From an optimization exercise on the open Yosys and OpenROAD flow, aimed at a short achievable clock period and few clock cycles; shortcuts taken in it are not production practice. Only simulation tests tie the RTL to the original design; equivalence was not proved. The clock cells of runs 2 to 7 come from the design's own scripts or RTL, not from TritonCTS. The flow treats the clock pin as an ideal source. Dropping or thinning the clock tree relies on that and would not hold on a real chip. Power figures rest on the tool's default switching activity, not on a simulated workload.

## flow/design.v (module list and top-level ports; edited modules follow where they fit)
// module conv_scan: 60 lines
// module conv_ksum: 6897 lines
// module conv_mac: 132 lines
// module conv_writeback: 60 lines
// module conv_accel_top: 71 lines
module conv_accel_top (
  input  logic                   clk,
  input  logic                   reset,
  input  logic                   ready,
  input  conv_accel_pkg::pixel_t idata,
  output logic                   busy,
  output conv_accel_pkg::addr_t  iaddr,
  output logic                   cwr,
  output logic [2:0]             csel,
  output conv_accel_pkg::addr_t  caddr_wr,
  output conv_accel_pkg::pixel_t cdata_wr
);
  // ...
==> flow/flow/run.sh <==
#!/bin/bash
set -e
export SETUP_SLACK_MARGIN=7.5
export PRE_CTS_TCL=$PWD/flow/pre_cts.tcl
bash standard.sh > standard_flow.log 2>&1
==> flow/flow/clock_tree.tcl <==
# Two-level clock tree for net clk, built in place of TritonCTS:
#   clk port -> NROOT root clkbuf_16 (one per group of leaves)
#            -> NLEAF leaf clkbuf_16, each at the centroid of a k-means cluster of flip-flops
#            -> flip-flop clock pins
# All sinks see two buffers; clusters are compact and of similar size, so the tree is balanced.
proc ct_centroid {pts} {
  set sx 0.0; set sy 0.0
  foreach p $pts { set sx [expr {$sx + [lindex $p 1]}]; set sy [expr {$sy + [lindex $p 2]}] }
  set n [llength $pts]
  return [list [expr {$sx / $n}] [expr {$sy / $n}]]
}

proc build_clock_tree {nleaf nroot {capf 1.15} {iters 20} {cell sky130_fd_sc_hd__clkbuf_16}} {
  set block [ord::get_db_block]
  set db [ord::get_db]
  set clk [$block findNet clk]
  set sinks {}
  foreach it [$clk getITerms] {
    set bb [[$it getInst] getBBox]
    lappend sinks [list $it [expr {([$bb xMin] + [$bb xMax]) / 2.0}] [expr {([$bb yMin] + [$bb yMax]) / 2.0}]]
  }
  set n [llength $sinks]
  # nleaf 0: one leaf buffer per 24 sinks or so
  if {$nleaf < 1} { set nleaf [expr {($n + 23) / 24}] }
  # initial centres: a grid of strips in x, split in y
  set ncol [expr {int(sqrt($nleaf))}]
  set byx [lsort -real -index 1 $sinks]
  set cents {}
  set k 0
  for {set c 0} {$c < $ncol} {incr c} {
    set nr [expr {($nleaf - $k) / ($ncol - $c)}]
    set lo [expr {$c * $n / $ncol}]
    set hi [expr {($c + 1) * $n / $ncol - 1}]
    set col [lsort -real -index 2 [lrange $byx $lo $hi]]
    set m [llength $col]
    for {set r 0} {$r < $nr} {incr r} {
      lappend cents [ct_centroid [lrange $col [expr {$r * $m / $nr}] [expr {($r + 1) * $m / $nr - 1}]]]
      incr k
    }
  }
  # k-means with a size cap, so that no leaf buffer drives too many pins
  set cap [expr {int($capf * $n / $nleaf) + 1}]
  for {set iter 0} {$iter < $iters} {incr iter} {
    set members [lrepeat $nleaf {}]
    set sizes [lrepeat $nleaf 0]
    # assign points in order of their distance to their best centre
    set order {}
    foreach s $sinks {
      set ds {}
      set j 0
      foreach ce $cents {
        set dx [expr {[lindex $s 1] - [lindex $ce 0]}]
        set dy [expr {[lindex $s 2] - [lindex $ce 1]}]
        lappend ds [list $j [expr {$dx * $dx + $dy * $dy}]]
        incr j
      }
      set ds [lsort -real -index 1 $ds]
      lappend order [list $s [lrange $ds 0 5] [lindex $ds 0 1]]
    }
    foreach o [lsort -real -index 2 $order] {
      set placed 0
      foreach d [lindex $o 1] {
        set j [lindex $d 0]
        if {[lindex $sizes $j] < $cap} {
          lset members $j [concat [lindex $members $j] [list [lindex $o 0]]]
          lset sizes $j [expr {[lindex $sizes $j] + 1}]
          set placed 1
          break
        }
      }
      if {!$placed} {
        set j [lindex $o 1 0 0]
        lset members $j [concat [lindex $members $j] [list [lindex $o 0]]]
        lset sizes $j [expr {[lindex $sizes $j] + 1}]
      }
    }
    set nc {}
    for {set j 0} {$j < $nleaf} {incr j} {
      if {[lindex $sizes $j] > 0} {
        lappend nc [ct_centroid [lindex $members $j]]
      } else {
        lappend nc [lindex $cents $j]
      }
    }
    set cents $nc
  }
  # group leaves for the roots: split by x, then by y
  set leaves {}
  for {set j 0} {$j < $nleaf} {incr j} {
    if {[lindex $sizes $j] > 0} { lappend leaves [list $j {*}[lindex $cents $j]] }
  }
  set nl [llength $leaves]
  set rx [expr {$nroot >= 2 ? 2 : 1}]
  set ry [expr {$nroot / $rx}]
  set byx [lsort -real -index 1 $leaves]
  set groups {}
  for {set a 0} {$a < $rx} {incr a} {
    set part [lsort -real -index 2 [lrange $byx [expr {$a * $nl / $rx}] [expr {($a + 1) * $nl / $rx - 1}]]]
    set m [llength $part]
    for {set b 0} {$b < $ry} {incr b} {
      lappend groups [lrange $part [expr {$b * $m / $ry}] [expr {($b + 1) * $m / $ry - 1}]]
    }
  }
  set master [$db findMaster $cell]
  set r 0
  set maxsz 0
  foreach g $groups {
    set sx 0.0; set sy 0.0; set w 0
    foreach l $g {
      set sz [lindex $sizes [lindex $l 0]]
      set sx [expr {$sx + [lindex $l 1] * $sz}]; set sy [expr {$sy + [lindex $l 2] * $sz}]
      incr w $sz
    }
    set root [odb::dbInst_create $block $master clkroot_buf_$r]
    $root setLocation [expr {int($sx / $w)}] [expr {int($sy / $w)}]
    $root setPlacementStatus PLACED
    set rnet [odb::dbNet_create $block clknet_root_$r]
    $rnet setSigType CLOCK
    [$root findITerm A] connect $clk
    [$root findITerm X] connect $rnet
    foreach l $g {
      set j [lindex $l 0]
      set lb [odb::dbInst_create $block $master clkleaf_buf_$j]
      $lb setLocation [expr {int([lindex $l 1])}] [expr {int([lindex $l 2])}]
      $lb setPlacementStatus PLACED
      set lnet [odb::dbNet_create $block clknet_leaf_$j]
      $lnet setSigType CLOCK
      [$lb findITerm A] connect $rnet
      [$lb findITerm X] connect $lnet
      foreach s [lindex $members $j] {
        set it [lindex $s 0]
        $it disconnect
        $it connect $lnet
      }
      if {[lindex $sizes $j] > $maxsz} { set maxsz [lindex $sizes $j] }
    }
    incr r
  }
  puts "clock tree: $n sinks, $nl leaves (at most $maxsz sinks each), $r roots"
}
==> flow/flow/pre_cts.tcl <==
# PRE_CTS_TCL hook of ORFS's cts.tcl: builds the clock tree with flow/clock_tree.tcl
# (four root buffers on the clock port, one leaf buffer per ~24 flip-flops, over k-means
# clusters) and turns the following clock_tree_synthesis call into a no-op.
source [file join [file dirname [info script]] clock_tree.tcl]
build_clock_tree 0 4
set_propagated_clock [all_clocks]
rename clock_tree_synthesis my_unused_clock_tree_synthesis
proc clock_tree_synthesis {args} {
  puts "clock_tree_synthesis $args: skipped, the clock tree was built by flow/pre_cts.tcl"
}
==> flow/standard.sh <==
#!/bin/bash
# synth_recipe.tcl (not shown) runs the flow's synth.tcl, then flattens the netlist and writes it again
# the make line also repeats each setting of config.mk as NAME=value (left out here)
make -C /OpenROAD-flow-scripts/flow DESIGN_CONFIG=/design/flow/config.mk WORK_HOME=/design/flow/orfs CLKGATE_MAP_FILE= SYNTH_SCRIPT=/design/flow/synth_recipe.tcl "${@:-finish}"
==> flow/config.mk <==
export PLATFORM = sky130hd
export DESIGN_NAME = conv_accel_top
export DESIGN_NICKNAME = conv_accel_top
export VERILOG_FILES = /design/flow/design.v
export SDC_FILE = /design/flow/constraint.sdc
export NUM_CORES = 4
export LEC_CHECK = 0
export ABC_CLOCK_PERIOD_IN_PS = 2500
export CAP_MARGIN = 20
export CORE_MARGIN = 2
export CORE_UTILIZATION = 75
export SLEW_MARGIN = 20
==> flow/constraint.sdc <==
create_clock -name core_clock -period 10.0 [get_ports {clk}]
set_input_delay 2.0000 -clock core_clock [delete_from_list [all_inputs] [get_ports {clk}]]
set_output_delay 2.0000 -clock core_clock [all_outputs]
set_load 0.01 [all_outputs]
==> impl_metrics.csv, run 1 <==
group,metric,value,unit
run_status,status,"aborted with a tool error",
run_status,haltStage,"global routing (5_1_grt)",
run_status,error_line,"[ERROR GRT-0232] Routing congestion too high. Check the congestion heatmap in the GUI.",
yosys,seq_area_frac_synth,46.4,%
floorplanning,die_h,349,µm
yosys,ys.warnings.count,15,
global_route,grt_max_degree,175,
yosys,async_reset_ff_share,0.955,%
yosys,synthFlopType,"dfxtp_1",
yosys,synth_seq_cells,1781,
clock_network,post_cts_buffers,508,
yosys,synth.area.mux_share,2.30,%
yosys,synth_top_cells_by_area,"fa_1, dfxtp_1, edfxtp_1",
placed_design,pre_cts_ws,6340,ps
yosys,syn-num-nets,8784,
yosys,yosysMostFrequentCell,"inv_1",
floorplanning,num_rows,126,
placed_design,io_buffer_count,70,
placed_design,dp_cells,8756,
yosys,synth_area,89100,µm²
yosys,synth_compound_area_share,6.55,%
yosys,synth-simple-area-share,7.91,%
yosys,yosys.cell_types.count,66,
yosys,synth_top_family_by_area,"adder cells",
yosys,synth_xor_area_share,0.561,%
placed_design,dp_hpwl,245000,µm
yosys,yosys.area.top_type,"fa_1",
clock_network,hold_buffers,0,
yosys,synth_edf_count,560,
placed_design,place_area,90900,µm²
yosys,synth_cells,7453,
clock_network,cts_resized,882,
floorplanning,die_w,349,µm
yosys,synth_common_cells,"inv_1, fa_1, dfxtp_1, nand2_1, edfxtp_1",
yosys,synth_top_area_share,27.4,%
floorplanning,start_util,75.5,%
placed_design,place_congestion,1.09,
floorplanning,ioPinCount,72,
Testbench counts, summed over its fixed seeds: cycles 147,762.
==> run 2, diff against run 1 <==
--- a/flow/config.mk
+++ b/flow/config.mk
@@ -8,5 +8,5 @@
 export ABC_CLOCK_PERIOD_IN_PS = 2500
 export CAP_MARGIN = 20
 export CORE_MARGIN = 2
-export CORE_UTILIZATION = 75
+export CORE_UTILIZATION = 65
 export SLEW_MARGIN = 20
==> impl_metrics.csv, run 2 <==
group,metric,value,unit
placed_design,io_buffer_count,70,
critical_path,start_kind,"flop",
floorplanning,core_area,136000,µm²
sta,tns,0,ps
worst_hold_path,hold_start,"conv_mac_i.lo_q[13]$_DFF_P_",
critical_path,critPathCaptureType,"output pin",
sta,hold_viol_final,0,
critical_path,r2r-start,"conv_mac_i.x_q[0][7]$_DFFE_PP_",
power,leakage,43.9,nW
critical_path,startpoint,"busy$_DFF_PP0_",
routing,drt_first_pass_iters,7,
cells_and_area,largestRegisters,"conv_mac_i.win_q (240), conv_mac_i.x_q (180), conv_mac_i.hold_q (80)",
yosys,async_reset_ff_share,0.955,%
power,p_comb_share,0.1,%
yosys,synth_seq_cells,1781,
routing,wl,301000,µm
cells_and_area,post-route-cell-area,101000,µm²
global_route,globalRouteTotalUtil,42.8,%
sta,layout_min_cycle_time,3060,ps
routing,drc_errors,0,
sta,fin_hold_ws,319,ps
sta,finalSetupViolCount,0,
placed_design,place_area,91200,µm²
yosys,synth_edf_count,560,
global_route,grt_max_degree,170,
sta,drv_slew,0,
critical_path,arrival,1060,ps
global_route,antenna_found_initial,22,
placed_design,dp_hpwl,226000,µm
placed_design,pre_cts_ws,6650,ps
sta,finalClockSkew,70.6,ps
routing,drtIter0Drc,7693,
yosys,syn-num-nets,8784,
worst_hold_path,whs_endpoint,"conv_mac_i.sum[13]$_DFF_P_",
floorplanning,die_w,374,µm
yosys,synth_top_cells_by_area,"fa_1, dfxtp_1, edfxtp_1",
clock_network,clkLatencyLatePin,590,ps
power,seqPwrFrac,67.6,%
cells_and_area,areaGrowthSynthToFinish,13.0,%
yosys,synth_common_cells,"inv_1, fa_1, dfxtp_1, nand2_1, edfxtp_1",
floorplanning,start_util,65.6,%
sta,post-route-period-util,30.6,%
routing,dr_total_vias,58412,
cells_and_area,largest_register,"conv_mac_i.win_q",
global_route,gr-total-overflow,0,
sta,slew_headroom,21.7,%
power,clkPwrFrac,32.3,%
power,internal_power,8.78,mW
power,vdd_drop_max,0.193,mV
critical_path,max_stage_delay,390,ps
critical_path,cp_slowest_cell,"dfrtp_1",
critical_path,critPathKind,"flop to output pin",
floorplanning,design.die.area,140000,µm²
critical_path,worstPathRequired,8000,ps
power,power-per-cell-area,109,nW/µm²
power,switchingPower,2.14,mW
yosys,yosys.cell_types.count,66,
global_route,grt_pass1_vias,59537,
routing,detail_route.wl_per_cell,31.2,µm
sta,fin_ws,6940,ps
yosys,yosysMostFrequentCell,"inv_1",
routing,ant_nets,0,
cells_and_area,layout_commonest_cell,"inv_1",
cells_and_area,drive_gt1_share,20.3,%
cells_and_area,largest_register_ffs,240,
worst_hold_path,min_path_type,"flop to flop",
yosys,synth_area,89100,µm²
global_route,grt_pass1_wl,422000,µm
critical_path,cp_max_fo,2,
critical_path,worstRegToRegCells,5,
floorplanning,num_rows,135,
run_status,status,"no timing/DRC/antenna violations",
yosys,ys.warnings.count,15,
yosys,synth_cells,7453,
cells_and_area,fill_cells,8900,
routing,viasPerCell,6.06,
yosys,seq_area_frac_synth,46.4,%
critical_path,crit_path_cell_trace,"buf_2",
critical_path,rrSetupSlack,7250,ps
critical_path,r2r-end,"conv_mac_i.conv_ksum_i.s1_c14_18$_DFF_P_",
yosys,synth.avg_cell_area,11.9,µm²
clock_network,clkTransAtPathRegs,100,ps
critical_path,timing.critical_path.buf_inv,1,
yosys,synthFlopType,"dfxtp_1",
cells_and_area,fin_util,74.1,%
yosys,synth_top_area_share,27.4,%
floorplanning,ioPinCount,72,
power,switching_share,19.6,%
placed_design,place_congestion,1.05,
worst_hold_path,min_path_cells,0,
yosys,yosys.area.top_type,"fa_1",
cells_and_area,nets,9179,
flow_run,max-cap-violations,0,
sta,worst_pin_slew,1170,ps
cells_and_area,layout_common_cells,"inv_1, dfxtp_1, fa_1, nand2_1, edfxtp_1",
floorplanning,die_h,374,µm
sta,max_freq,327,MHz
critical_path,crit_family,"flip-flops",
sta,rsz0062_at_grt,"true",
[run 2: cell counts after synthesis]
No cell type changed its count.
[run 2: metrics by stage]
stage	total power [mW]	cells
after global placement	7.58	8995
final	10.9	9639
after global routing	11.2	9630
after floorplan	7.57	7453
after CTS	10.9	9547
after detailed placement	7.58	8995
[run 2: worst max path at each step]
stage / depth (start not counted) / end
global placement: 7 / conv_mac_i.conv_ksum_i.s1_c19_18$_DFF_P_
global route: 1 / busy
floorplan: 2 / conv_mac_i.hold_q[0][0]$_DFFE_PP_
finish: 1 / busy
detailed placement: 3 / conv_mac_i.x_q[5][14]$_DFFE_PP_
CTS: 1 / busy
[run 2: final cells by class]
class / instances / area (µm²) / share of cell area (%)
antenna: 12 / 30.0 / 0.0298
buffer: 79 / 1980 / 1.96
inverter: 1411 / 5490 / 5.46
multi-input combinational: 3873 / 42500 / 42.2
sequential: 1781 / 41600 / 41.3
tap: 1781 / 2230 / 2.21
timing repair buffer: 702 / 6870 / 6.82
[run 2: timing repair]
| item | CTS | global route |
|---|---|---|
| setup buffers | 471 | 79 |
| hold buffers | 0 | 0 |
| resized for setup | 820 | 357 |
| pin swaps | 173 | 157 |
| setup endpoints to repair | 744 | 414 |
| gates cloned | 2 | 1 |
[run 2: power groups by stage]
stage | Combinational, mW | Clock, mW | Sequential (mW)
floorplan | 0.00271 | 0 | 7.56
global placement | 0.0112 | 0 | 7.56
detailed placement | 0.0115 | 0 | 7.56
CTS | 0.0115 | 3.54 | 7.38
global route | 0.0123 | 3.77 | 7.38
finish | 0.0114 | 3.53 | 7.38
[run 2: cell families after synthesis]
kind of cell / share of synthesized area [%]
adder cells (fa/ha/maj): 28.6
XOR/XNOR: 0.561
flip-flops: 46.4
other: 0.00421
AO/OA/AOI/OAI: 6.55
multiplexers: 2.30
AND/OR/NAND/NOR: 7.91
buffers and inverters: 7.61
[run 2: routing by layer]
| metal | vias to the layer above | GRT usage, % | wire length, µm |
|---|---|---|---|
| li1 | 23788 | - | - |
| met1 | 29181 | 55.0 | 106000 |
| met2 | 4261 | 61.5 | 124000 |
| met3 | 1168 | 19.9 | 48600 |
| met4 | 14 | 20.7 | 22000 |
| met5 | - | 0 | 100 |
==> run 3, diff against run 2 <==
--- a/flow/config.mk
+++ b/flow/config.mk
@@ -8,5 +8,5 @@
 export ABC_CLOCK_PERIOD_IN_PS = 2500
 export CAP_MARGIN = 20
 export CORE_MARGIN = 2
-export CORE_UTILIZATION = 65
+export CORE_UTILIZATION = 70
 export SLEW_MARGIN = 20
==> impl_metrics.csv, run 3 <==
group,metric,value,unit
sta,rsz0062_at_grt,"true",
critical_path,worstPathRequired,8000,ps
routing,wl,300000,µm
floorplanning,num_rows,130,
critical_path,arrival,1080,ps
yosys,synth_area,89100,µm²
cells_and_area,drive_gt1_share,19.2,%
yosys,yosys.area.top_type,"fa_1",
placed_design,dp_hpwl,221000,µm
yosys,seq_area_frac_synth,46.4,%
global_route,globalRouteTotalUtil,45.8,%
global_route,grt_pass1_wl,420000,µm
power,power-per-cell-area,109,nW/µm²
critical_path,cp_max_fo,1,
run_status,status,"no timing/DRC/antenna violations",
routing,viasPerCell,6.25,
cells_and_area,layout_commonest_cell,"inv_1",
yosys,yosysMostFrequentCell,"inv_1",
sta,worst_pin_slew,1160,ps
cells_and_area,nets,9160,
floorplanning,core_area,126000,µm²
routing,detail_route.wl_per_cell,31.6,µm
critical_path,critPathCaptureType,"output pin",
yosys,synth_common_cells,"inv_1, fa_1, dfxtp_1, nand2_1, edfxtp_1",
placed_design,pre_cts_ws,5990,ps
sta,drv_slew,0,
critical_path,start_kind,"flop",
floorplanning,design.die.area,130000,µm²
sta,finalSetupViolCount,0,
yosys,yosys.cell_types.count,66,
routing,ant_nets,0,
critical_path,max_stage_delay,380,ps
sta,max_freq,324,MHz
yosys,synth_seq_cells,1781,
cells_and_area,largest_register,"conv_mac_i.win_q",
floorplanning,die_h,361,µm
power,vdd_drop_max,0.188,mV
floorplanning,start_util,70.7,%
critical_path,crit_family,"flip-flops",
yosys,synth_top_cells_by_area,"fa_1, dfxtp_1, edfxtp_1",
yosys,ys.warnings.count,15,
global_route,grt_pass1_vias,61601,
critical_path,crit_path_cell_trace,"buf_2",
yosys,synth_top_area_share,27.4,%
yosys,syn-num-nets,8784,
critical_path,timing.critical_path.buf_inv,1,
global_route,grt_max_degree,168,
cells_and_area,layout_common_cells,"inv_1, dfxtp_1, fa_1, nand2_1, edfxtp_1",
cells_and_area,multi_input_comb_area,42200,µm²
yosys,synthFlopType,"dfxtp_1",
power,leakage,43.8,nW
critical_path,cp_slowest_cell,"dfrtp_1",
sta,post-route-period-util,30.8,%
sta,slew_headroom,22.7,%
sta,layout_min_cycle_time,3080,ps
cells_and_area,largestRegisters,"conv_mac_i.win_q (240), conv_mac_i.x_q (180), conv_mac_i.hold_q (80)",
sta,fin_ws,6920,ps
clock_network,hold_buffers,0,
flow_run,max-cap-violations,0,
yosys,async_reset_ff_share,0.955,%
routing,drt_first_pass_iters,12,
yosys,synth_cells,7453,
cells_and_area,fill_cells,7053,
worst_hold_path,min_path_type,"flop to flop",
cells_and_area,ff_latch_area,41600,µm²
routing,drtIter0Drc,9287,
routing,drc_errors,0,
floorplanning,die_w,361,µm
global_route,antenna_found_initial,13,
sta,finalClockSkew,52.9,ps
sta,hold_viol_final,0,
clock_network,clkLatencyLatePin,600,ps
placed_design,place_congestion,1.06,
clock_network,clkTransAtPathRegs,100,ps
sta,tns,0,ps
yosys,synth.avg_cell_area,11.9,µm²
yosys,synth_edf_count,560,
global_route,gr-total-overflow,0,
critical_path,critPathKind,"flop to output pin",
placed_design,io_buffer_count,70,
routing,dr_total_vias,59321,
floorplanning,ioPinCount,72,
cells_and_area,areaGrowthSynthToFinish,12.6,%
cells_and_area,largest_register_ffs,240,
==> run 3: cell counts after synthesis <==
Identical to the previous run, type by type.
==> run 3: path summary, 6_finish.rpt <==
check	startpoint	endpoint	slack [ps]	depth (start not counted)
worst max-delay path	conv_writeback_i.cwr$_DFF_PP0_	cwr	6920	1
worst min-delay path	conv_scan_i.rd_first$_DFF_P_	conv_mac_i.px_first$_DFF_P_	330	0
worst max register to register	conv_mac_i.x_q[0][14]$_DFFE_PP_	conv_mac_i.conv_ksum_i.s1_c18_17$_DFF_P_	7190	8
worst min register to register	conv_scan_i.rd_first$_DFF_P_	conv_mac_i.px_first$_DFF_P_	330	0
max in group asynchronous	reset	conv_mac_i.job_d2$_DFF_PP0_	7940	2
min in group asynchronous	reset	conv_mac_i.job_q$_DFF_PP0_	1780	2
==> run 3: per-stage QoR <==
step / total power [mW] / hold WS, ps / util [%] / cell area, µm² / cells
finish: 10.9 / 325 / 79.6 / 100000 / 9485
global route: 11.1 / 336 / 79.6 / 100000 / 9477
CTS: 10.9 / 326 / 78.5 / 98900 / 9402
detailed placement: 7.58 / 312 / 72.3 / 91000 / 8863
global placement: 7.58 / 310 / 72.3 / 91000 / 8863
floorplan: 7.57 / 310 / - / 89100 / 7453
==> run 3: what timing repair did <==
| action | in CTS | in global routing |
|---|---|---|
| buffers inserted | 457 | 73 |
| pin swaps | 176 | 146 |
| gates cloned | 3 | 2 |
| setup endpoints to repair | 695 | 556 |
| gates resized for setup | 817 | 265 |
==> run 3: cells by family after synthesis <==
logic type	share of synthesized area, %
buf+inv	7.61
flops	46.4
simple gates	7.91
fa+ha+maj	28.6
compound gates	6.55
mux	2.30
xor+xnor	0.561
other cells	0.00421
==> run 3: cell type report <==
type / instances / area share [%]
diodes: 8 / 0.0200
well taps: 1650 / 2.06
inverters: 1411 / 5.50
multi-input cells: 3872 / 42.1
plain buffers: 79 / 1.97
repair buffers: 684 / 6.88
flip-flops and latches: 1781 / 41.5
==> run 3: report_power, final <==
group | switching (mW) | internal (mW) | leakage, nW | total, mW
sequential | 0 | 7.38 | 16.0 | 7.38
combinational | 0.00304 | 0.00855 | 26.8 | 0.0116
clock | 2.13 | 1.39 | 0.974 | 3.53
==> run 3: routing by layer <==
layer	up-vias	global-route usage [%]	part of all wire [%]
li1	23716	-	-
met2	4763	67.6	42
met3	1409	19.8	16
met5	-	2.74	0.29
met1	29407	57.4	34
met4	26	23.8	7.6
==> run 4, diff against run 3 <==
==> flow/flow/run.sh (replaced) <==
#!/bin/bash
set -e
export SETUP_SLACK_MARGIN=8
export PRE_CTS_TCL=$PWD/flow/pre_cts.tcl
bash standard.sh > standard_flow.log 2>&1
--- a/flow/config.mk
+++ b/flow/config.mk
@@ -8,5 +8,5 @@
 export ABC_CLOCK_PERIOD_IN_PS = 2500
 export CAP_MARGIN = 20
 export CORE_MARGIN = 2
-export CORE_UTILIZATION = 70
+export CORE_UTILIZATION = 65
 export SLEW_MARGIN = 20
==> impl_metrics.csv, run 4 <==
group,metric,value,unit
run_status,status,"no timing/DRC/antenna violations",
global_route,antenna_found_initial,16,
cells_and_area,drive_gt1_share,37.5,%
critical_path,critPathCaptureType,"output pin",
yosys,ys.warnings.count,15,
critical_path,worstPathRequired,8000,ps
sta,tns,0,ps
yosys,synth_cells,7453,
routing,drc_errors,0,
critical_path,cp_max_fo,2,
global_route,gr-total-overflow,0,
critical_path,timing.critical_path.buf_inv,1,
critical_path,cp_slowest_cell,"dfrtp_1",
clock_network,clkLatencyLatePin,610,ps
yosys,synth_xor_area_share,0.561,%
floorplanning,ioPinCount,72,
routing,drtIter0Drc,7923,
power,vdd_drop_max,0.169,mV
yosys,synth_top_family_by_area,"adder cells",
sta,worst_pin_slew,965,ps
floorplanning,start_util,65.6,%
yosys,synth.avg_cell_area,11.9,µm²
global_route,grt_pass1_wl,433000,µm
global_route,grt_pass1_vias,60949,
sta,max_freq,322,MHz
clock_network,clkTransAtPathRegs,100,ps
critical_path,max_stage_delay,420,ps
power,leakage,45.5,nW
routing,wl,315000,µm
cells_and_area,largestRegisters,"conv_mac_i.win_q (240), conv_mac_i.x_q (180), conv_mac_i.hold_q (80)",
critical_path,crit_family,"flip-flops",
flow_run,max-cap-violations,0,
cells_and_area,layout_common_cells,"inv_1, dfxtp_1, fa_1, nand2_1, fa_2",
global_route,globalRouteTotalUtil,44.0,%
critical_path,start_kind,"flop",
placed_design,io_buffer_count,70,
yosys,synthFlopType,"dfxtp_1",
yosys,seq_area_frac_synth,46.4,%
yosys,synth.area.mux_share,2.30,%
sta,fin_ws,6890,ps
yosys,synth_seq_cells,1781,
critical_path,critPathKind,"flop to output pin",
placed_design,pre_cts_ws,6380,ps
floorplanning,die_w,374,µm
cells_and_area,largest_register_ffs,240,
global_route,met2_usage,63.7,%
floorplanning,num_rows,135,
power,power.total,10.9,mW
sta,layout_min_cycle_time,3110,ps
sta,finalSetupViolCount,0,
floorplanning,core_area,136000,µm²
cells_and_area,layout_commonest_cell,"inv_1",
routing,viasPerCell,6.13,
cells_and_area,fin_util,79.2,%
sta,drv_slew,0,
yosys,synth_compound_area_share,6.55,%
yosys,synth_common_cells,"inv_1, fa_1, dfxtp_1, nand2_1, edfxtp_1",
power,power-per-cell-area,102,nW/µm²
floorplanning,design.die.area,140000,µm²
critical_path,arrival,1110,ps
routing,detail_route.wl_per_cell,32.1,µm
routing,dr_total_vias,60264,
routing,drt_first_pass_iters,9,
global_route,grt_use_met1,56.1,%
yosys,yosys.cell_types.count,66,
sta,rsz0062_at_grt,"true",
sta,hold_viol_final,0,
yosys,async_reset_ff_share,0.955,%
floorplanning,die_h,374,µm
yosys,synth_top_cells_by_area,"fa_1, dfxtp_1, edfxtp_1",
worst_hold_path,min_path_type,"flop to flop",
global_route,use_met3,18.8,%
yosys,synth_top_area_share,27.4,%
cells_and_area,largest_register,"conv_mac_i.win_q",
cells_and_area,nets,9375,
critical_path,crit_path_cell_trace,"buf_6",
yosys,syn-num-nets,8784,
global_route,grt.busiest_layer,"met2",
yosys,synth-adder-area-share,28.6,%
yosys,yosys.area.top_type,"fa_1",
yosys,synth-simple-area-share,7.91,%
sta,fin_hold_ws,332,ps
yosys,yosysMostFrequentCell,"inv_1",
sta,slew_headroom,35.6,%
routing,ant_nets,0,
yosys,synth_area,89100,µm²
yosys,synth_edf_count,560,
placed_design,place_congestion,1.09,
sta,finalClockSkew,79.5,ps
placed_design,dp_hpwl,223000,µm
sta,post-route-period-util,31.1,%
cells_and_area,areaGrowthSynthToFinish,20.8,%
global_route,grt_max_degree,89,
[run 4: final cells by class]
class	instances	area, µm²
multi-input combinational	3878	45600
tap	1781	2230
inverter	1411	5690
sequential	1781	42000
buffer	79	1980
antenna	15	37.5
timing repair buffer	893	10100
fill	7725	28200
[run 4: metal layers]
metal / share of wire (%) / routed length, µm
met5: 0.091 / 287
met4: 8.0 / 25300
met3: 15 / 48300
met2: 42 / 131000
met1: 35 / 110000
[run 4: logic make-up (layout without fill, tap and decap cells)]
group,count (synthesis),count (layout)
buf+inv,1801,2383
mux,182,182
xor+xnor,57,57
simple gates,1460,1467
flops,1781,1781
other cells,1,16
compound gates,863,863
fa+ha+maj,1308,1308
[run 4: repair_timing]
action	CTS	global route
hold buffers	0	0
gates cloned	11	5
pin swaps	498	361
resized for setup	1692	644
endpoints found under the setup margin	1350	780
buffers inserted	603	128
[run 4: worst register-to-register path: stages (launching register included)]
cell,delay [ps]
edfxtp_1,470
buf_12,180
clkbuf_16,150
buf_4,130
a2bb2oi_2,130
fa_2,450
inv_1,110
fa_2,510
fa_2,550
[run 4: report_power, final]
part	internal, mW	switching, mW	total (mW)
registers	7.37	0	7.37
clock network	1.39	2.15	3.55
logic	0.00724	0.00359	0.0109
[run 4: path summary, 6_finish.rpt]
check	cells past startpoint	endpoint	slack, ps	start
max reg2reg	8	conv_mac_i.conv_ksum_i.s1_c21_17$_DFF_P_	7260	conv_mac_i.x_q[0][8]$_DFFE_PP_
min in group asynchronous	3	busy$_DFF_PP0_	1790	reset
max in group asynchronous	3	conv_mac_i.job_q$_DFF_PP0_	8040	reset
max	1	busy	6890	busy$_DFF_PP0_
min	0	conv_mac_i.hb_q[0]$_DFF_P_	330	conv_mac_i.conv_ksum_i.s3_c19_1$_DFF_P_
min reg2reg	0	conv_mac_i.hb_q[0]$_DFF_P_	330	conv_mac_i.conv_ksum_i.s3_c19_1$_DFF_P_
[run 4: per-stage QoR]
stage	cell area, µm²	cells
after detailed placement	92800	8997
after floorplan	92100	7453
after global placement	92800	8997
after CTS	105000	9690
final	108000	9838
after global routing	108000	9823
==> run 5, diff against run 4 <==
==> flow/flow/run.sh (replaced) <==
#!/bin/bash
set -e
export SETUP_SLACK_MARGIN=7.5
export PRE_CTS_TCL=$PWD/flow/pre_cts.tcl
bash standard.sh > standard_flow.log 2>&1
--- a/flow/flow/clock_tree.tcl
+++ b/flow/flow/clock_tree.tcl
@@ -1,5 +1,5 @@
 # Two-level clock tree for net clk, built in place of TritonCTS:
-#   clk port -> NROOT root clkbuf_16 (one per group of leaves)
+#   clk port -> NROOT root buffers (one per group of leaves)
 #            -> NLEAF leaf clkbuf_16, each at the centroid of a k-means cluster of flip-flops
 #            -> flip-flop clock pins
 # All sinks see two buffers; clusters are compact and of similar size, so the tree is balanced.
@@ -10,7 +10,13 @@
   return [list [expr {$sx / $n}] [expr {$sy / $n}]]
 }
 
-proc build_clock_tree {nleaf nroot {capf 1.15} {iters 20} {cell sky130_fd_sc_hd__clkbuf_16}} {
+proc ct_out {master} {
+  foreach mt [$master getMTerms] {
+    if {[$mt getIoType] eq "OUTPUT"} { return [$mt getName] }
+  }
+}
+
+proc build_clock_tree {nleaf nroot {capf 1.15} {iters 20} {rootcell sky130_fd_sc_hd__clkbuf_16} {leafcell sky130_fd_sc_hd__clkbuf_16}} {
   set block [ord::get_db_block]
   set db [ord::get_db]
   set clk [$block findNet clk]
@@ -101,7 +107,8 @@
       lappend groups [lrange $part [expr {$b * $m / $ry}] [expr {($b + 1) * $m / $ry - 1}]]
     }
   }
-  set master [$db findMaster $cell]
+  set rmaster [$db findMaster $rootcell]
+  set lmaster [$db findMaster $leafcell]
   set r 0
   set maxsz 0
   foreach g $groups {
@@ -111,22 +118,22 @@
       set sx [expr {$sx + [lindex $l 1] * $sz}]; set sy [expr {$sy + [lindex $l 2] * $sz}]
       incr w $sz
     }
-    set root [odb::dbInst_create $block $master clkroot_buf_$r]
+    set root [odb::dbInst_create $block $rmaster clkroot_buf_$r]
     $root setLocation [expr {int($sx / $w)}] [expr {int($sy / $w)}]
     $root setPlacementStatus PLACED
     set rnet [odb::dbNet_create $block clknet_root_$r]
     $rnet setSigType CLOCK
     [$root findITerm A] connect $clk
-    [$root findITerm X] connect $rnet
+    [$root findITerm [ct_out $rmaster]] connect $rnet
     foreach l $g {
       set j [lindex $l 0]
-      set lb [odb::dbInst_create $block $master clkleaf_buf_$j]
+      set lb [odb::dbInst_create $block $lmaster clkleaf_buf_$j]
       $lb setLocation [expr {int([lindex $l 1])}] [expr {int([lindex $l 2])}]
       $lb setPlacementStatus PLACED
       set lnet [odb::dbNet_create $block clknet_leaf_$j]
       $lnet setSigType CLOCK
       [$lb findITerm A] connect $rnet
-      [$lb findITerm X] connect $lnet
+      [$lb findITerm [ct_out $lmaster]] connect $lnet
       foreach s [lindex $members $j] {
         set it [lindex $s 0]
         $it disconnect
==> flow/flow/pre_cts.tcl (replaced) <==
# PRE_CTS_TCL hook of ORFS's cts.tcl: builds the clock tree with flow/clock_tree.tcl
# (four root buf_16 on the clock port, clkbuf_16 leaves, one leaf buffer per ~24 flip-flops, over k-means
# clusters) and turns the following clock_tree_synthesis call into a no-op.
source [file join [file dirname [info script]] clock_tree.tcl]
build_clock_tree 0 4 1.15 20 sky130_fd_sc_hd__buf_16 sky130_fd_sc_hd__clkbuf_16
set_propagated_clock [all_clocks]
rename clock_tree_synthesis my_unused_clock_tree_synthesis
proc clock_tree_synthesis {args} {
  puts "clock_tree_synthesis $args: skipped, the clock tree was built by flow/pre_cts.tcl"
}
==> impl_metrics.csv, run 5 <==
group,metric,value,unit
run_status,status,"no timing/DRC/antenna violations",
cells_and_area,post-route-cell-area,101000,µm²
cells_and_area,layout_commonest_cell,"inv_1",
yosys,synth_common_cells,"inv_1, fa_1, dfxtp_1, nand2_1, edfxtp_1",
floorplanning,core_area,136000,µm²
yosys,yosys.cell_types.count,66,
yosys,async_reset_ff_share,0.955,%
placed_design,io_buffer_count,70,
routing,drt_first_pass_iters,8,
power,internal_power,8.80,mW
global_route,grt_pass1_vias,59699,
cells_and_area,nets,9179,
sta,max_freq,331,MHz
global_route,grt_max_degree,170,
power,switchingPower,2.13,mW
sta,fin_ws,6980,ps
placed_design,place_congestion,1.05,
cells_and_area,areaGrowthSynthToFinish,13.0,%
floorplanning,die_h,374,µm
yosys,ys.warnings.count,15,
sta,post-route-period-util,30.2,%
power,power.total,10.9,mW
critical_path,worstPathRequired,8000,ps
routing,detail_route.wl_per_cell,31.1,µm
yosys,yosys.area.top_type,"fa_1",
critical_path,cp_max_fo,2,
critical_path,worstRegToRegCells,5,
clock_network,hold_buffers,0,
sta,tns,0,ps
global_route,gr-total-overflow,0,
yosys,seq_area_frac_synth,46.4,%
routing,drc_errors,0,
cells_and_area,stdcell_count,9634,
yosys,synth_top_area_share,27.4,%
yosys,syn-num-nets,8784,
clock_network,clkTransAtPathRegs,100,ps
sta,hold_viol_final,0,
yosys,synth_area,89100,µm²
sta,finalClockSkew,73.1,ps
placed_design,dp_cells,8995,
yosys,synth_top_cells_by_area,"fa_1, dfxtp_1, edfxtp_1",
yosys,synthFlopType,"dfxtp_1",
critical_path,critPathCaptureType,"output pin",
sta,drv_slew,0,
cells_and_area,largestRegisters,"conv_mac_i.win_q (240), conv_mac_i.x_q (180), conv_mac_i.hold_q (80)",
placed_design,pre_cts_ws,6650,ps
critical_path,crit_path_cell_trace,"buf_2",
power,power-per-cell-area,109,nW/µm²
routing,wl,300000,µm
routing,drtIter0Drc,7819,
power,clkPwrFrac,32.4,%
sta,finalSetupViolCount,0,
yosys,synth_edf_count,560,
cells_and_area,largest_register,"conv_mac_i.win_q",
global_route,antenna_found_initial,15,
critical_path,arrival,1020,ps
floorplanning,start_util,65.6,%
yosys,synth.avg_cell_area,11.9,µm²
placed_design,dp_hpwl,226000,µm
critical_path,critPathKind,"flop to output pin",
sta,slew_headroom,18.4,%
yosys,synth_seq_cells,1781,
floorplanning,design.die.area,140000,µm²
critical_path,max_stage_delay,380,ps
cells_and_area,layout_common_cells,"inv_1, dfxtp_1, fa_1, nand2_1, edfxtp_1",
placed_design,place_area,91200,µm²
clock_network,clkLatencyLatePin,560,ps
worst_hold_path,min_path_cells,0,
floorplanning,num_rows,135,
sta,worst_pin_slew,1220,ps
routing,dr_total_vias,58523,
power,switching_share,19.5,%
critical_path,crit_family,"flip-flops",
critical_path,start_kind,"flop",
cells_and_area,fin_util,74.1,%
critical_path,timing.critical_path.buf_inv,1,
sta,layout_min_cycle_time,3020,ps
global_route,grt_pass1_wl,422000,µm
routing,ant_nets,0,
power,p_comb_share,0.1,%
yosys,synth_cells,7453,
power,seqPwrFrac,67.5,%
yosys,yosysMostFrequentCell,"inv_1",
sta,fin_hold_ws,319,ps
floorplanning,ioPinCount,72,
sta,rsz0062_at_grt,"true",
worst_hold_path,min_path_type,"flop to flop",
cells_and_area,drive_gt1_share,20.3,%
critical_path,cp_slowest_cell,"dfrtp_1",
critical_path,cp_num_cells,1,
floorplanning,die_w,374,µm
power,leakage,43.9,nW
global_route,globalRouteTotalUtil,42.8,%
cells_and_area,largest_register_ffs,240,
flow_run,max-cap-violations,0,
power,vdd_drop_max,0.193,mV
routing,viasPerCell,6.07,
==> run 5: kinds of logic (layout without fill, tap and decap cells) <==
family / Yosys count / in the layout / share of synthesized area (%)
buffers and inverters: 1801 / 2192 / 7.61
flip-flops: 1781 / 1781 / 46.4
AND/OR/NAND/NOR: 1460 / 1462 / 7.91
adder cells (fa/ha/maj): 1308 / 1308 / 28.6
AO/OA/AOI/OAI: 863 / 863 / 6.55
multiplexers: 182 / 182 / 2.30
XOR/XNOR: 57 / 57 / 0.561
other: 1 / 8 / 0.00421
==> run 5: path summary, 6_finish.rpt <==
check                                                           end  slack [ps]                            from
setup / recovery                                               busy        6980                  busy$_DFF_PP0_
hold / removal                           conv_mac_i.sum[13]$_DFF_P_         320     conv_mac_i.lo_q[13]$_DFF_P_
setup reg to reg           conv_mac_i.conv_ksum_i.s1_c14_18$_DFF_P_        7240  conv_mac_i.x_q[0][7]$_DFFE_PP_
hold reg to reg                          conv_mac_i.sum[13]$_DFF_P_         320     conv_mac_i.lo_q[13]$_DFF_P_
max in group asynchronous               conv_mac_i.px_vld$_DFF_PP0_        7880                           reset
min in group asynchronous            conv_writeback_i.cwr$_DFF_PP0_        1860                           reset
==> run 5: metal layers <==
layer  up-vias  part of all wire [%]  GRT usage, %
met1     29250                    36          55.5
li1      23789                     -             -
met4        14                   7.1          20.7
met5         -                 0.049             0
met2      4315                    41          61.2
met3      1155                    16          19.5
==> run 5: what timing repair did <==
action,CTS,global route
endpoints found under the hold margin,0,0
pin swaps,181,154
setup buffers,473,77
endpoints found under the setup margin,752,420
gates cloned,2,1
resized for setup,814,350
==> run 5: final cells by class <==
class | count | area [µm²]
multi-input combinational | 3873 | 42400
sequential | 1781 | 41600
fill | 8869 | 35200
timing repair buffer | 702 | 6820
inverter | 1411 | 5490
tap | 1781 | 2230
buffer | 79 | 1990
antenna | 7 | 17.5
==> run 5: power by group through the flow <==
stage	Combinational, mW	Clock (mW)	Sequential (mW)
finish	0.0116	3.54	7.38
global route	0.0126	3.79	7.38
CTS	0.0115	3.56	7.38
detailed placement	0.0115	0	7.56
global placement	0.0112	0	7.56
floorplan	0.00271	0	7.56
==> run 6, diff against run 5 <==
==> flow/flow/run.sh (replaced) <==
#!/bin/bash
set -e
export SETUP_SLACK_MARGIN=8
export PRE_CTS_TCL=$PWD/flow/pre_cts.tcl
bash standard.sh > standard_flow.log 2>&1
==> impl_metrics.csv, run 6 <==
group,metric,value,unit
yosys,synth-simple-area-share,7.91,%
routing,wl_met3,48000,µm
floorplanning,num_rows,135,
cells_and_area,stdcell_count,9817,
cells_and_area,largestRegisters,"conv_mac_i.win_q (240), conv_mac_i.x_q (180), conv_mac_i.hold_q (80)",
critical_path,arrival,1100,ps
routing,viasPerCell,6.09,
yosys,synth_compound_area_share,6.55,%
routing,wl,313000,µm
routing,drtIter0Drc,7596,
yosys,synth_edf_count,560,
sta,hold_viol_final,0,
worst_hold_path,min_path_type,"flop to flop",
yosys,ys.warnings.count,15,
sta,finalClockSkew,56.1,ps
routing,drt_first_pass_iters,6,
run_status,status,"no timing/DRC/antenna violations",
flow_run,max-cap-violations,0,
yosys,synth.area.mux_share,2.30,%
cells_and_area,layout_commonest_cell,"inv_1",
yosys,synth_cells,7453,
critical_path,critPathKind,"flop to output pin",
global_route,globalRouteTotalUtil,44.0,%
yosys,syn-num-nets,8784,
cells_and_area,drive_gt1_share,37.5,%
critical_path,critPathCaptureType,"output pin",
routing,detail_route.wl_per_cell,31.9,µm
yosys,synth-adder-area-share,28.6,%
floorplanning,design.die.area,140000,µm²
sta,drv_slew,0,
yosys,yosysMostFrequentCell,"inv_1",
sta,fin_hold_ws,331,ps
cells_and_area,nets,9360,
clock_network,hold_buffers,0,
placed_design,pre_cts_ws,6380,ps
clock_network,clkTransAtPathRegs,120,ps
cells_and_area,largest_register_ffs,240,
critical_path,cp_max_fo,2,
placed_design,io_buffer_count,70,
global_route,grt_max_degree,89,
critical_path,cp_slowest_cell,"dfrtp_1",
routing,wl_met1,109000,µm
power,vdd_drop_max,0.183,mV
global_route,grt_pass1_wl,433000,µm
floorplanning,die_h,374,µm
floorplanning,start_util,65.6,%
placed_design,dp_cells,8997,
critical_path,max_stage_delay,420,ps
yosys,yosys.cell_types.count,66,
power,power-per-cell-area,102,nW/µm²
yosys,seq_area_frac_synth,46.4,%
floorplanning,die_w,374,µm
yosys,synth_top_cells_by_area,"fa_1, dfxtp_1, edfxtp_1",
floorplanning,core_area,136000,µm²
yosys,async_reset_ff_share,0.955,%
critical_path,rrSetupSlack,7240,ps
sta,rsz0062_at_grt,"true",
sta,layout_min_cycle_time,3100,ps
yosys,synth_xor_area_share,0.561,%
cells_and_area,layout_common_cells,"inv_1, dfxtp_1, fa_1, nand2_1, fa_2",
cells_and_area,post-route-cell-area,107000,µm²
global_route,grt_pass1_vias,61009,
yosys,synth_top_family_by_area,"adder cells",
yosys,synth_area,89100,µm²
clock_network,clkLatencyLatePin,550,ps
routing,top_layer,"met5",
routing,ant_nets,0,
placed_design,place_area,92800,µm²
yosys,synthFlopType,"dfxtp_1",
sta,post-route-period-util,31.0,%
power,power.total,10.9,mW
routing,route.met2.wl,131000,µm
placed_design,dp_hpwl,223000,µm
critical_path,timing.critical_path.buf_inv,1,
yosys,synth_top_area_share,27.4,%
cells_and_area,largest_register,"conv_mac_i.win_q",
sta,tns,0,ps
global_route,gr-total-overflow,0,
yosys,yosys.area.top_type,"fa_1",
yosys,synth_seq_cells,1781,
global_route,antenna_found_initial,22,
placed_design,place_congestion,1.09,
sta,worst_pin_slew,968,ps
sta,finalSetupViolCount,0,
critical_path,worstPathRequired,8000,ps
sta,max_freq,323,MHz
cells_and_area,areaGrowthSynthToFinish,20.7,%
floorplanning,ioPinCount,72,
sta,slew_headroom,35.4,%
critical_path,start_kind,"flop",
yosys,synth.avg_cell_area,11.9,µm²
routing,dr_total_vias,59753,
critical_path,crit_family,"flip-flops",
cells_and_area,fin_util,79.1,%
critical_path,crit_path_cell_trace,"buf_6",
sta,fin_ws,6900,ps
routing,drc_errors,0,
yosys,synth_common_cells,"inv_1, fa_1, dfxtp_1, nand2_1, edfxtp_1",
power,leakage,45.5,nW
-- run 6: layout make-up --
type | instances | area (µm²)
Buffer | 79 | 1990
Antenna cell | 9 | 22.5
Sequential cell | 1781 | 42000
Timing Repair Buffer | 878 | 10000
Inverter | 1411 | 5680
Tap cell | 1781 | 2230
Multi-Input combinational cell | 3878 | 45500
Fill cell | 7777 | 28300
-- run 6: cells by family after synthesis --
family          count (synthesis)
buf+inv                      1801
flops                        1781
xor+xnor                       57
mux                           182
other cells                     1
compound gates                863
simple gates                 1460
fa+ha+maj                    1308
-- run 6: metal layers --
metal  vias to the layer above  track usage, %
li1                      24174               -
met1                     29773            55.7
met2                      4469            63.8
met3                      1309            19.4
met4                        28            23.7
met5                         -            1.99
-- run 6: path summary, 6_finish.rpt --
path	startpoint	cells after the start	end
min in group asynchronous	reset	3	busy$_DFF_PP0_
setup / recovery	busy$_DFF_PP0_	1	busy
max in group asynchronous	reset	3	conv_mac_i.job_q$_DFF_PP0_
hold reg to reg	conv_mac_i.conv_ksum_i.s3_c28_1$_DFF_P_	0	conv_mac_i.hb_q[9]$_DFF_P_
hold / removal	conv_mac_i.conv_ksum_i.s3_c28_1$_DFF_P_	0	conv_mac_i.hb_q[9]$_DFF_P_
setup reg to reg	conv_mac_i.x_q[4][4]$_DFFE_PP_	6	conv_mac_i.conv_ksum_i.s1_c18_18$_DFF_P_
-- run 6: power by group --
| group | leakage (nW) | switching, mW | internal [mW] |
|---|---|---|---|
| clock network | 0.975 | 2.13 | 1.41 |
| registers | 16.0 | 0 | 7.37 |
| logic | 28.4 | 0.00387 | 0.00803 |
-- run 6: repair_timing --
| item | 4_1_cts | 5_1_grt |
|---|---|---|
| gates resized for setup | 1668 | 675 |
| cloned | 13 | 4 |
| endpoints found under the setup margin | 1348 | 840 |
| pin swaps | 487 | 376 |
| setup buffers | 597 | 118 |
==> run 7, diff against run 6 <==
==> flow/flow/run.sh (replaced) <==
#!/bin/bash
set -e
export SETUP_SLACK_MARGIN=7
export PRE_CTS_TCL=$PWD/flow/pre_cts.tcl
bash standard.sh > standard_flow.log 2>&1
==> impl_metrics.csv, run 7 <==
group,metric,value,unit
critical_path,r2r-start,"conv_mac_i.x_q[6][13]$_DFFE_PP_",
yosys,synth_seq_cells,1781,
sta,finalSetupViolCount,0,
floorplanning,die_w,374,µm
yosys,yosysMostFrequentCell,"inv_1",
flow_run,max-cap-violations,0,
global_route,globalRouteTotalUtil,40.3,%
yosys,synth-adder-area-share,28.6,%
routing,wl,280000,µm
run_status,status,"no timing/DRC/antenna violations",
yosys,synth_top_family_by_area,"adder cells",
power,vdd_drop_max,0.187,mV
routing,top_layer,"met5",
cells_and_area,layout_commonest_cell,"inv_1",
sta,worst_pin_slew,1310,ps
yosys,synth_area,89100,µm²
cells_and_area,post-route-cell-area,94700,µm²
sta,layout_min_cycle_time,3160,ps
yosys,synth_top_cells_by_area,"fa_1, dfxtp_1, edfxtp_1",
routing,route.met2.wl,114000,µm
yosys,yosys.area.top_type,"fa_1",
global_route,gr-total-overflow,0,
sta,slew_headroom,12.7,%
routing,ant_nets,0,
yosys,syn-num-nets,8784,
cells_and_area,largest_register_ffs,240,
placed_design,io_buffer_count,70,
sta,drv_slew,0,
floorplanning,start_util,65.6,%
power,power-per-cell-area,116,nW/µm²
global_route,grt_max_degree,167,
placed_design,place_area,91200,µm²
yosys,synth_xor_area_share,0.561,%
floorplanning,die_h,374,µm
sta,post-route-period-util,31.6,%
yosys,yosys.cell_types.count,66,
power,leakage,41.5,nW
worst_hold_path,hold_start,"conv_scan_i.rd_col0$_DFF_P_",
sta,max_freq,317,MHz
placed_design,dp_hpwl,223000,µm
global_route,grt_pass1_wl,400000,µm
critical_path,critPathCaptureType,"flop",
yosys,ys.warnings.count,15,
floorplanning,design.die.area,140000,µm²
global_route,grt_pass1_vias,56902,
routing,wl_met3,45100,µm
cells_and_area,areaGrowthSynthToFinish,6.34,%
yosys,synth_common_cells,"inv_1, fa_1, dfxtp_1, nand2_1, edfxtp_1",
yosys,synthFlopType,"dfxtp_1",
placed_design,place_congestion,1.08,
sta,tns,0,ps
cells_and_area,drive_gt1_share,8.57,%
routing,dr_total_vias,55260,
routing,drt_first_pass_iters,7,
routing,drc_errors,0,
cells_and_area,nets,8774,
yosys,synth_compound_area_share,6.55,%
cells_and_area,largestRegisters,"conv_mac_i.win_q (240), conv_mac_i.x_q (180), conv_mac_i.hold_q (80)",
yosys,synth.avg_cell_area,11.9,µm²
critical_path,cp_max_fo,6,
worst_hold_path,min_path_type,"flop to flop",
yosys,synth.area.mux_share,2.30,%
floorplanning,ioPinCount,72,
critical_path,worstPathRequired,10420,ps
critical_path,worstRegToRegCells,6,
worst_hold_path,whs_endpoint,"conv_mac_i.px_col0$_DFF_P_",
cells_and_area,largest_register,"conv_mac_i.win_q",
yosys,synth-simple-area-share,7.91,%
critical_path,rrSetupSlack,6840,ps
floorplanning,core_area,136000,µm²
floorplanning,num_rows,135,
routing,drtIter0Drc,7481,
yosys,synth_cells,7453,
cells_and_area,layout_common_cells,"inv_1, fa_1, dfxtp_1, nand2_1, edfxtp_1",
critical_path,critPathKind,"flop to flop",
yosys,synth_top_area_share,27.4,%
clock_network,clkTransAtPathRegs,100,ps
yosys,synth_edf_count,560,
yosys,seq_area_frac_synth,46.4,%
clock_network,hold_buffers,0,
worst_hold_path,min_path_cells,0,
routing,detail_route.wl_per_cell,30.4,µm
critical_path,r2r-end,"conv_mac_i.conv_ksum_i.s1_c21_18$_DFF_P_",
routing,viasPerCell,5.99,
sta,finalClockSkew,68.6,ps
critical_path,start_kind,"flop",
clock_network,clkLatencyLatePin,570,ps
global_route,antenna_found_initial,12,
critical_path,arrival,3570,ps
sta,hold_viol_final,0,
routing,wl_met1,104000,µm
power,power.total,10.9,mW
sta,rsz0062_at_grt,"true",
yosys,async_reset_ff_share,0.955,%
-- run 7: cell counts after synthesis --
No cell type changed its count.
-- run 7: report_power, final --
group / leakage [nW] / internal, mW / switching [mW]
clock: 0.975 / 1.41 / 2.13
combinational: 24.6 / 0.00844 / 0.00266
sequential: 16.0 / 7.40 / 0
-- run 7: worst max-delay path by stage --
| stage | start | endpoint | cells after the start |
|---|---|---|---|
| floorplan | conv_mac_i.px_vld$_DFF_PP0_ | conv_mac_i.hold_q[0][0]$_DFFE_PP_ | 2 |
| global placement | conv_mac_i.px_vld$_DFF_PP0_ | conv_mac_i.win_q[0][11]$_DFFE_PP_ | 3 |
| detailed placement | conv_mac_i.px_vld$_DFF_PP0_ | conv_mac_i.win_q[3][13]$_DFFE_PP_ | 3 |
| CTS | conv_scan_i.iaddr[2]$_DFF_P_ | iaddr[2] | 1 |
| global route | conv_scan_i.rd_row[0]$_DFF_P_ | conv_scan_i.iaddr[11]$_DFF_P_ | 13 |
| finish | conv_mac_i.x_q[6][13]$_DFFE_PP_ | conv_mac_i.conv_ksum_i.s1_c21_18$_DFF_P_ | 6 |
-- run 7: logic make-up (layout without fill, tap and decap cells) --
kind of cell / after synthesis / after routing
buf+inv: 1801 / 1789
flops: 1781 / 1781
simple gates: 1460 / 1460
fa+ha+maj: 1308 / 1308
compound gates: 863 / 863
mux: 182 / 182
xor+xnor: 57 / 57
other cells: 1 / 3
-- run 7: final cells by class --
cell class | count | area, µm²
Sequential cell | 1781 | 41400
Fill cell | 9723 | 41100
Multi-Input combinational cell | 3871 | 41000
Inverter | 1411 | 5360
Timing Repair Buffer | 299 | 2710
Tap cell | 1781 | 2230
Buffer | 79 | 1990
Antenna cell | 2 | 5.00
-- run 7: what timing repair did --
action / 4_1_cts / 5_1_grt
endpoints found under the setup margin: 156 / 164
gates resized for setup: 247 / 49
buffers inserted: 52 / 98
pin swaps: 0 / 0
-- run 7: metrics by stage --
step	cells	utilization [%]	hold WS [ps]	setup slack, ps
finish	9224	69.7	323	6840
global route	9222	69.7	325	6900
CTS	9124	68.9	331	6820
detailed placement	8993	67.1	312	6790
global placement	8993	67.1	310	6850
floorplan	7453	-	310	5550
-- run 7: routing by layer --
metal | global-route usage [%] | up-vias
met4 | 17.9 | 18
li1 | - | 22929
met2 | 56.7 | 3842
met5 | 0.926 | -
met1 | 53.5 | 27489
met3 | 18.9 | 982
-- run 7: critical path, stage by stage, from the launching register on --
cell	delay [ps]
edfxtp_1	810
clkinvlp_4	490
a22oi_1	300
fa_1	460
inv_1	100
fa_1	430
fa_1	450

## afterwards: timing with drivers on the ports
In the flow no input, the clock included, has a driving cell. The finished layouts below were timed again as built, in two steps. Step 1 sets driving cells, clkbuf_16 on the clock port and buf_2 on the other inputs (assumed; they add their load-dependent delay and slew). Step 2 times the ports against the registers' clock, not the clock port: input delays grow and output delays shrink by t, the midpoint of the rising clock arrivals with the driver on. Slacks: ideal ports / drivers / drivers and shift; pairs: ideal ports / drivers.
run | shift t [ns] | setup slack, ns | worst setup path after step 2 | latest minus earliest clock arrival (ns) | slew at the worst register clock pin (ns)
run 2 | 0.754 | 6.939 / 6.744 / 7.120 | input, reset recovery | 0.072 / 0.073 | 0.11 / 0.11
run 3 | 0.768 | 6.917 / 6.726 / 7.164 | input to register | 0.055 / 0.055 | 0.11 / 0.11
run 4 | 0.773 | 6.892 / 6.684 / 7.257 | register to register | 0.083 / 0.082 | 0.12 / 0.12
run 5 | 0.746 | 6.981 / 6.761 / 7.208 | input to register | 0.074 / 0.075 | 0.12 / 0.12
run 6 | 0.735 | 6.905 / 6.697 / 7.244 | register to register | 0.058 / 0.058 | 0.12 / 0.12
run 7 | 0.749 | 6.844 / 6.735 / 6.844 | register to register | 0.074 / 0.072 | 0.12 / 0.12
After both steps every run listed still meets setup and hold. Setup slack includes reset recovery checks.
